From an optimization exercise on the open Yosys and OpenROAD flow, aimed at small area, a short achievable clock period and few clock cycles; shortcuts taken in it are not production practice. Only simulation tests tie the RTL to the original design; equivalence was not proved. Power figures rest on the tool's default switching activity, not on a simulated workload.

main:
==> flow/design.v <==
module triangle_raster_ctrl #(
  parameter int unsigned COORD_W   = 12,
  parameter bit          INCLUSIVE = 1'b1
) (
  input  logic               clk,
  input  logic               rst,
  input  logic               start,
  input  logic [COORD_W-1:0] p1x,
  input  logic [COORD_W-1:0] p1y,
  input  logic [COORD_W-1:0] p2x,
  input  logic [COORD_W-1:0] p2y,
  input  logic [COORD_W-1:0] p3x,
  input  logic [COORD_W-1:0] p3y,
  output logic               busy,
  output logic               out_valid,
  input  logic               out_ready,
  output logic [COORD_W-1:0] out_x,
  output logic [COORD_W-1:0] out_y,
  output logic               done
);
  localparam int DW = 13;   
  localparam int EW = 26;   
  typedef logic [11:0]   coord_t;
  typedef logic [DW-1:0] diff_t;
  typedef logic [EW-1:0] edge_t;
  localparam int SIdle = 0, SSetup = 1, SMul0 = 2, SMul = 3, SFin = 4, SSearch = 5, SReady = 6,
                 SNext = 7, SEnd = 8;
  logic   [8:0] st_q, st_d;
  logic         run_q;            
  logic         bit0_q, bit1_q;   
  logic         done_q;
  logic         emit_q;           
  logic         more_q;           
  diff_t  [2:0] dx_q, dy_q;
  edge_t  [2:0] e_q, r_q;
  coord_t       x_q, y_q, xq_q, yq_q, ymax_q;
  logic   [3:0] cnt_q;
  logic   [1:0] tv_q;
  logic         flat_q;
  logic   [2:0] flt_q;
  logic         left_q;           
  function automatic edge_t sx(input diff_t d);
    sx = {{(EW-DW){d[DW-1]}}, d};
  endfunction
  function automatic edge_t rep(input logic b);
    rep = {EW{b}};
  endfunction
  function automatic edge_t padd(input edge_t a, input edge_t b, input logic ci,
                                 input logic split);
    edge_t g, p, gg, pp, gn, pn;
    g = a & b;
    p = a ^ b;
    gg = g;
    gg[0] = g[0] | (p[0] & ci);
    gg[DW-1] = gg[DW-1] | split;
    pp = p;
    for (int d = 1; d < EW; d = d * 2) begin
      gn = gg;
      pn = pp;
      for (int i = d; i < EW; i++) begin
        gn[i] = gg[i] | (pp[i] & gg[i-d]);
        pn[i] = pp[i] & pp[i-d];
      end
      gg = gn;
      pp = pn;
    end
    padd = p ^ {gg[EW-2:0], ci};
  endfunction
  logic [2:0] inc, dec;
  always_comb begin
    for (int k = 0; k < 3; k++) begin
      dec[k] = dy_q[k][DW-1];
      inc[k] = ~dec[k] & ~flt_q[k];
    end
  end
  function automatic logic [3:0] classify(input logic [2:0] neg, input logic [2:0] inc_i,
                                          input logic [2:0] dec_i, input logic [2:0] flt_i);
    logic ln, rn, zn;
    ln = |(neg & inc_i);
    rn = |(neg & dec_i);
    zn = |(neg & flt_i);
    classify = {~|neg, ln & ~rn & ~zn, rn & ~ln & ~zn, zn | (ln & rn)};
  endfunction
  edge_t [2:0] sum;
  logic [3:0]  cur_cls, nb_cls;
  logic        c_c, c_l, c_r, c_e, n_c, n_l, n_r;
  assign cur_cls = classify({r_q[2][EW-1], r_q[1][EW-1], r_q[0][EW-1]}, inc, dec, flt_q);
  assign {c_c, c_l, c_r, c_e} = cur_cls;
  always_comb begin
    for (int k = 0; k < 3; k++) begin
      sum[k] = padd(r_q[k], st_q[SSearch] ? (sx(dy_q[k]) ^ rep(left_q)) : ~sx(dx_q[k]),
                    st_q[SSearch] ? left_q : 1'b1, 1'b0);
    end
  end
  assign nb_cls = classify({sum[2][EW-1], sum[1][EW-1], sum[0][EW-1]}, inc, dec, flt_q);
  assign n_c    = nb_cls[3];
  assign n_l    = nb_cls[2];
  assign n_r    = nb_cls[1];
  logic        pre_ho;
  edge_t [2:0] ea, eb, esum;
  logic  [2:0] ecin;
  logic        f_set, f_m0, f_m, f_fin;
  assign f_set = st_q[SSetup];
  assign f_m0  = st_q[SMul0];
  assign f_m   = st_q[SMul];
  assign f_fin = st_q[SFin];
  always_comb begin
    for (int k = 0; k < 3; k++) begin
      ea[k]   = (rep(pre_ho) & r_q[k]) | (rep(~pre_ho & ~f_m0 & ~f_m) & e_q[k]);
      eb[k]   = (rep(run_q) & sx(dy_q[k])) | (rep(f_set) & ~e_q[(k+1)%3]);
      ecin[k] = f_set;
    end
    ea[0]   = ea[0] | (rep(f_m) & {e_q[0][EW-2:0], 1'b0});
    ea[1]   = ea[1] | (rep(f_m) & {e_q[1][EW-2:0], 1'b0});
    eb[0]   = eb[0] | (rep(f_m0 & dx_q[0][DW-1]) & ~sx(dy_q[1])) |
              (rep(f_m & bit0_q) & sx(dy_q[1]));
    eb[1]   = eb[1] | (rep(f_m0 & dx_q[1][DW-1]) & sx(dy_q[0])) |
              (rep(f_m) & (bit1_q ? ~sx(dy_q[0]) : '1)) | (rep(f_fin) & e_q[0]);
    ecin[0] = ecin[0] | (f_m0 & dx_q[0][DW-1]);
    ecin[1] = ecin[1] | f_m;
    for (int k = 0; k < 3; k++) esum[k] = padd(ea[k], eb[k], ecin[k], f_set);
  end
  logic   ax, bx, cx, ay, by, cy;
  logic   flat;
  coord_t vx0, vx1, vx2, vy0, vy1, vy2;
  coord_t xmax_s, ymin_s, ymax_s, xtop_s;
  logic [1:0] top_s;
  assign vx0 = e_q[0][EW-2 -: 12];
  assign vx1 = e_q[1][EW-2 -: 12];
  assign vx2 = e_q[2][EW-2 -: 12];
  assign vy0 = e_q[0][11:0];
  assign vy1 = e_q[1][11:0];
  assign vy2 = e_q[2][11:0];
  assign ax  = dx_q[0][DW-1];
  assign bx  = dx_q[1][DW-1];
  assign cx  = dx_q[2][DW-1];
  assign ay  = dy_q[0][DW-1];
  assign by  = dy_q[1][DW-1];
  assign cy  = dy_q[2][DW-1];
  assign flat = ~ay & ~by & ~cy;
  logic [2:0] dz;
  logic       ly0, ly1, ly2;
  always_comb begin
    for (int k = 0; k < 3; k++) dz[k] = (dy_q[k] == '0);
  end
  assign ly0 = ay | (dz[0] & ax);
  assign ly1 = by | (dz[1] & bx);
  assign ly2 = cy | (dz[2] & cx);
  always_comb begin
    xmax_s = vx0;
    if (ax & ~bx) xmax_s = vx1;
    else if (bx & ~cx) xmax_s = vx2;
    ymin_s = vy0;
    top_s  = 2'd0;
    xtop_s = vx0;
    if (ly1 & ~ly0) begin
      ymin_s = vy1;
      top_s  = 2'd1;
      xtop_s = vx1;
    end else if (ly2 & ~ly1) begin
      ymin_s = vy2;
      top_s  = 2'd2;
      xtop_s = vx2;
    end
    ymax_s = vy0;
    if (ay & ~by) ymax_s = vy1;
    else if (by & ~cy) ymax_s = vy2;
  end
  logic [3:0] nstart;
  always_comb begin
    nstart = 4'd0;
    for (int i = 0; i < DW - 1; i++) begin
      if ((dx_q[0][i] != dx_q[0][DW-1]) || (dx_q[1][i] != dx_q[1][DW-1])) nstart = i[3:0] + 4'd1;
    end
  end
  logic   q_last, row_done, handoff, take, s_found, s_empty;
  coord_t x_d;
  assign q_last   = (yq_q == ymax_q);
  assign pre_ho   = st_q[SReady] && !(emit_q && more_q);
  assign handoff  = pre_ho && (!emit_q || out_ready);
  assign take     = emit_q && out_ready;
  assign row_done = !emit_q || (out_ready && !more_q);
  assign x_d      = pre_ho ? xq_q : x_q + 12'd1;
  assign s_found  = c_c ? !n_c : (c_l && n_c);
  assign s_empty  = c_e || !(n_c || (c_l ? n_l : n_r));
  logic neg, idle_go;
  assign neg     = esum[1][EW-1] && !flat_q;
  assign idle_go = start && !done_q;
  always_comb begin
    st_d = '0;
    st_d[SIdle]   = (st_q[SIdle] && !idle_go) || (st_q[SFin] && neg) || (st_q[SEnd] && row_done);
    st_d[SSetup]  = st_q[SIdle] && idle_go;
    st_d[SMul0]   = st_q[SSetup];
    st_d[SMul]    = (st_q[SMul0] && nstart != 4'd0) || (st_q[SMul] && cnt_q != 4'd0);
    st_d[SFin]    = (st_q[SMul0] && nstart == 4'd0) || (st_q[SMul] && cnt_q == 4'd0);
    st_d[SSearch] = (st_q[SSearch] && !s_found && !s_empty) ||
                    (st_q[SReady] && handoff && !q_last) || st_q[SNext];
    st_d[SReady]  = (st_q[SFin] && !neg) || (st_q[SSearch] && s_found) ||
                    (st_q[SReady] && !handoff);
    st_d[SNext]   = st_q[SSearch] && !s_found && s_empty && !q_last;
    st_d[SEnd]    = (st_q[SSearch] && !s_found && s_empty && q_last) ||
                    (st_q[SReady] && handoff && q_last) || (st_q[SEnd] && !row_done);
  end
  always_ff @(posedge clk) begin
    if (rst) begin
      st_q   <= 9'd1 << SIdle;
      run_q  <= 1'b0;
      done_q <= 1'b0;
      emit_q <= 1'b0;
    end else begin
      st_q   <= st_d;
      run_q  <= st_d[SSearch] | st_d[SReady] | st_d[SNext] | st_d[SEnd];
      done_q <= (st_q[SFin] && neg) || (st_q[SEnd] && row_done);
      if (!emit_q || out_ready) emit_q <= handoff || (emit_q && more_q);
    end
  end
  always_ff @(posedge clk) begin
    left_q <= ~n_l;
    case (1'b1)
      st_q[SIdle]: begin
        e_q[0] <= {1'b0, p1x, 1'b0, p1y};
        e_q[1] <= {1'b0, p2x, 1'b0, p2y};
        e_q[2] <= {1'b0, p3x, 1'b0, p3y};
      end
      st_q[SSetup]: begin
        for (int k = 0; k < 3; k++) begin
          dx_q[k] <= esum[k][EW-1:DW];
          dy_q[k] <= esum[k][DW-1:0];
        end
      end
      st_q[SMul0]: begin
        e_q[0] <= esum[0];
        e_q[1] <= esum[1];
        cnt_q  <= nstart - 4'd1;
        bit0_q <= dx_q[0][nstart - 4'd1];
        bit1_q <= dx_q[1][nstart - 4'd1];
        for (int k = 0; k < 3; k++) flt_q[k] <= dz[k] && !(flat && k == 0);
        if (flat) begin
          dx_q[0] <= {1'b0, xmax_s};
          dy_q[0] <= 13'd1;
        end
        xq_q   <= xtop_s;
        yq_q   <= ymin_s;
        ymax_q <= ymax_s;
        tv_q   <= top_s;
        flat_q <= flat;
      end
      st_q[SMul]: begin
        e_q[0] <= esum[0];
        e_q[1] <= esum[1];
        cnt_q  <= cnt_q - 4'd1;
        bit0_q <= dx_q[0][cnt_q - 4'd1];
        bit1_q <= dx_q[1][cnt_q - 4'd1];
      end
      st_q[SFin]: begin
        r_q[0] <= (tv_q == 2'd2 && !flat_q) ? esum[1] : '0;
        r_q[1] <= (tv_q == 2'd0 && !flat_q) ? esum[1] : '0;
        r_q[2] <= (tv_q == 2'd1 && !flat_q) ? esum[1] : '0;
        left_q <= 1'b1;
      end
      st_q[SSearch]: begin
        if (c_c ? n_c : 1'b1) begin
          r_q  <= sum;
          xq_q <= left_q ? xq_q - 12'd1 : xq_q + 12'd1;
        end
      end
      st_q[SNext]: begin
        r_q  <= sum;
        yq_q <= yq_q + 12'd1;
      end
      st_q[SReady]: begin
        if (handoff) begin
          r_q  <= sum;
          yq_q <= yq_q + 12'd1;
        end
      end
      default: ;
    endcase
    if (handoff || take) begin
      e_q    <= esum;
      x_q    <= x_d;
      more_q <= ~(esum[0][EW-1] | esum[1][EW-1] | esum[2][EW-1]) &&
                !(flat_q && (x_d == dx_q[0][11:0]));
    end
    if (handoff) y_q <= yq_q;
  end
  assign busy      = !st_q[SIdle] || done_q;
  assign out_valid = emit_q;
  assign done      = done_q;
  assign out_x     = x_q;
  assign out_y     = y_q;
endmodule
Settings: LEC_CHECK=0, CAP_MARGIN=20, CORE_MARGIN=2, CORE_UTILIZATION=60, SLEW_MARGIN=20; clock period 10.0 ns.
standard.sh (not shown) runs the stock make flow with config.mk's settings and CLKGATE_MAP_FILE= SYNTH_SCRIPT=/design/flow/synth_recipe.tcl, a recipe that flattens the netlist after the stock synthesis.
==> flow/flow/run.sh <==
#!/bin/bash
# The standard layout (standard synthesis, floorplan, placement, CTS, routing), with the
# timing repair aimed at a 4 ns period; the clock and constraints stay the design's 10 ns.
set -euo pipefail
bash standard.sh SETUP_SLACK_MARGIN=6 finish > standard_flow.log 2>&1
Testbench counts of main, summed over its fixed seeds: cycles 24,451.
Inputs modified between main and the feature branch:
--- a/flow/design.v
+++ b/flow/design.v
@@ -31,11 +31,11 @@
   logic         done_q;
   logic         emit_q;           
   logic         more_q;           
   diff_t  [2:0] dx_q, dy_q;
   edge_t  [2:0] e_q, r_q;
-  coord_t       x_q, y_q, xq_q, yq_q, ymax_q;
+  coord_t       x_q, xq_q, yq_q, ymax_q;
   logic   [3:0] cnt_q;
   logic   [1:0] tv_q;
   logic         flat_q;
   logic   [2:0] flt_q;
   logic         left_q;           
@@ -192,14 +192,14 @@
     st_d[SSetup]  = st_q[SIdle] && idle_go;
     st_d[SMul0]   = st_q[SSetup];
     st_d[SMul]    = (st_q[SMul0] && nstart != 4'd0) || (st_q[SMul] && cnt_q != 4'd0);
     st_d[SFin]    = (st_q[SMul0] && nstart == 4'd0) || (st_q[SMul] && cnt_q == 4'd0);
     st_d[SSearch] = (st_q[SSearch] && !s_found && !s_empty) ||
-                    (st_q[SReady] && handoff && !q_last) || st_q[SNext];
+                    (st_q[SReady] && handoff && !q_last) || (st_q[SNext] && !emit_q);
     st_d[SReady]  = (st_q[SFin] && !neg) || (st_q[SSearch] && s_found) ||
                     (st_q[SReady] && !handoff);
-    st_d[SNext]   = st_q[SSearch] && !s_found && s_empty && !q_last;
+    st_d[SNext]   = (st_q[SSearch] && !s_found && s_empty && !q_last) || (st_q[SNext] && emit_q);
     st_d[SEnd]    = (st_q[SSearch] && !s_found && s_empty && q_last) ||
                     (st_q[SReady] && handoff && q_last) || (st_q[SEnd] && !row_done);
   end
   always_ff @(posedge clk) begin
     if (rst) begin
@@ -263,12 +263,14 @@
           r_q  <= sum;
           xq_q <= left_q ? xq_q - 12'd1 : xq_q + 12'd1;
         end
       end
       st_q[SNext]: begin
-        r_q  <= sum;
-        yq_q <= yq_q + 12'd1;
+        if (!emit_q) begin
+          r_q  <= sum;
+          yq_q <= yq_q + 12'd1;
+        end
       end
       st_q[SReady]: begin
         if (handoff) begin
           r_q  <= sum;
           yq_q <= yq_q + 12'd1;
@@ -280,13 +282,12 @@
       e_q    <= esum;
       x_q    <= x_d;
       more_q <= ~(esum[0][EW-1] | esum[1][EW-1] | esum[2][EW-1]) &&
                 !(flat_q && (x_d == dx_q[0][11:0]));
     end
-    if (handoff) y_q <= yq_q;
   end
   assign busy      = !st_q[SIdle] || done_q;
   assign out_valid = emit_q;
   assign done      = done_q;
   assign out_x     = x_q;
-  assign out_y     = y_q;
+  assign out_y     = yq_q - 12'd1;
 endmodule
The feature branch went all the way through the flow, and no timing, DRC or antenna check failed. The feature branch: sequential cell count of the final layout is 12 lower than what main reported. | clock latency on the worst-skew pair | lower: the feature branch |. Cell area: main vs the feature branch — no meaningful difference. Transition time of the tightest slew-check pin is lower on main. Relative to main, area taken by multi-input logic gates has increased by 2.3% in the feature branch. Lower setup slack goes to the feature branch over main. [compare] base=main new=the feature branch: overall die height moved down; distinct cell type count of the synthesized netlist moved down; total power consumption of the routed design moved up; critical path depth moved down; clock input transition at the sequential cells of the worst setup and hold paths level. Of the two values seen for launching instance or port of the critical path, more_q was produced by the feature branch and left_q by main. Die width: the feature branch lower than main. The feature branch vs. main: fmax went down by 3.5 MHz. When the final numbers for main and the feature branch were put side by side, the part of the total power dissipated in the clock network turned out to be smaller in the feature branch.
Testbench counts of the feature branch, summed over its fixed seeds: cycles 24,451.

static timing again, ports no longer ideal:
In the flow no input, the clock included, has a driving cell. The finished layouts below were timed again as built, in two steps. Step 1 (the two cells are an assumption about what drives the block):
set clk [get_ports {clk}]
set_driving_cell -lib_cell sky130_fd_sc_hd__clkbuf_16 $clk
set_driving_cell -lib_cell sky130_fd_sc_hd__buf_2 [delete_from_list [all_inputs] $clk]
Step 2 also shifts input and output timing later by t, the mid clock arrival at the registers, as if the neighbouring blocks saw the same clock. Slacks: no drivers / after step 1 / after step 2; pairs: no drivers / after step 1.
| run | shift t [ns] | setup slack, ns | hold slack, ns |
|---|---|---|---|
| main | 0.649 | 5.611 / 5.611 / 5.312 | 0.529 / 0.529 / 0.529 |
| the feature branch | 0.627 | 5.542 / 5.542 / 5.327 | 0.612 / 0.612 / 0.612 |
After both steps every run listed still meets setup and hold. For main, which loses most, drivers alone change the setup slack by 0.000 ns; drivers and shift together by -0.299 ns.
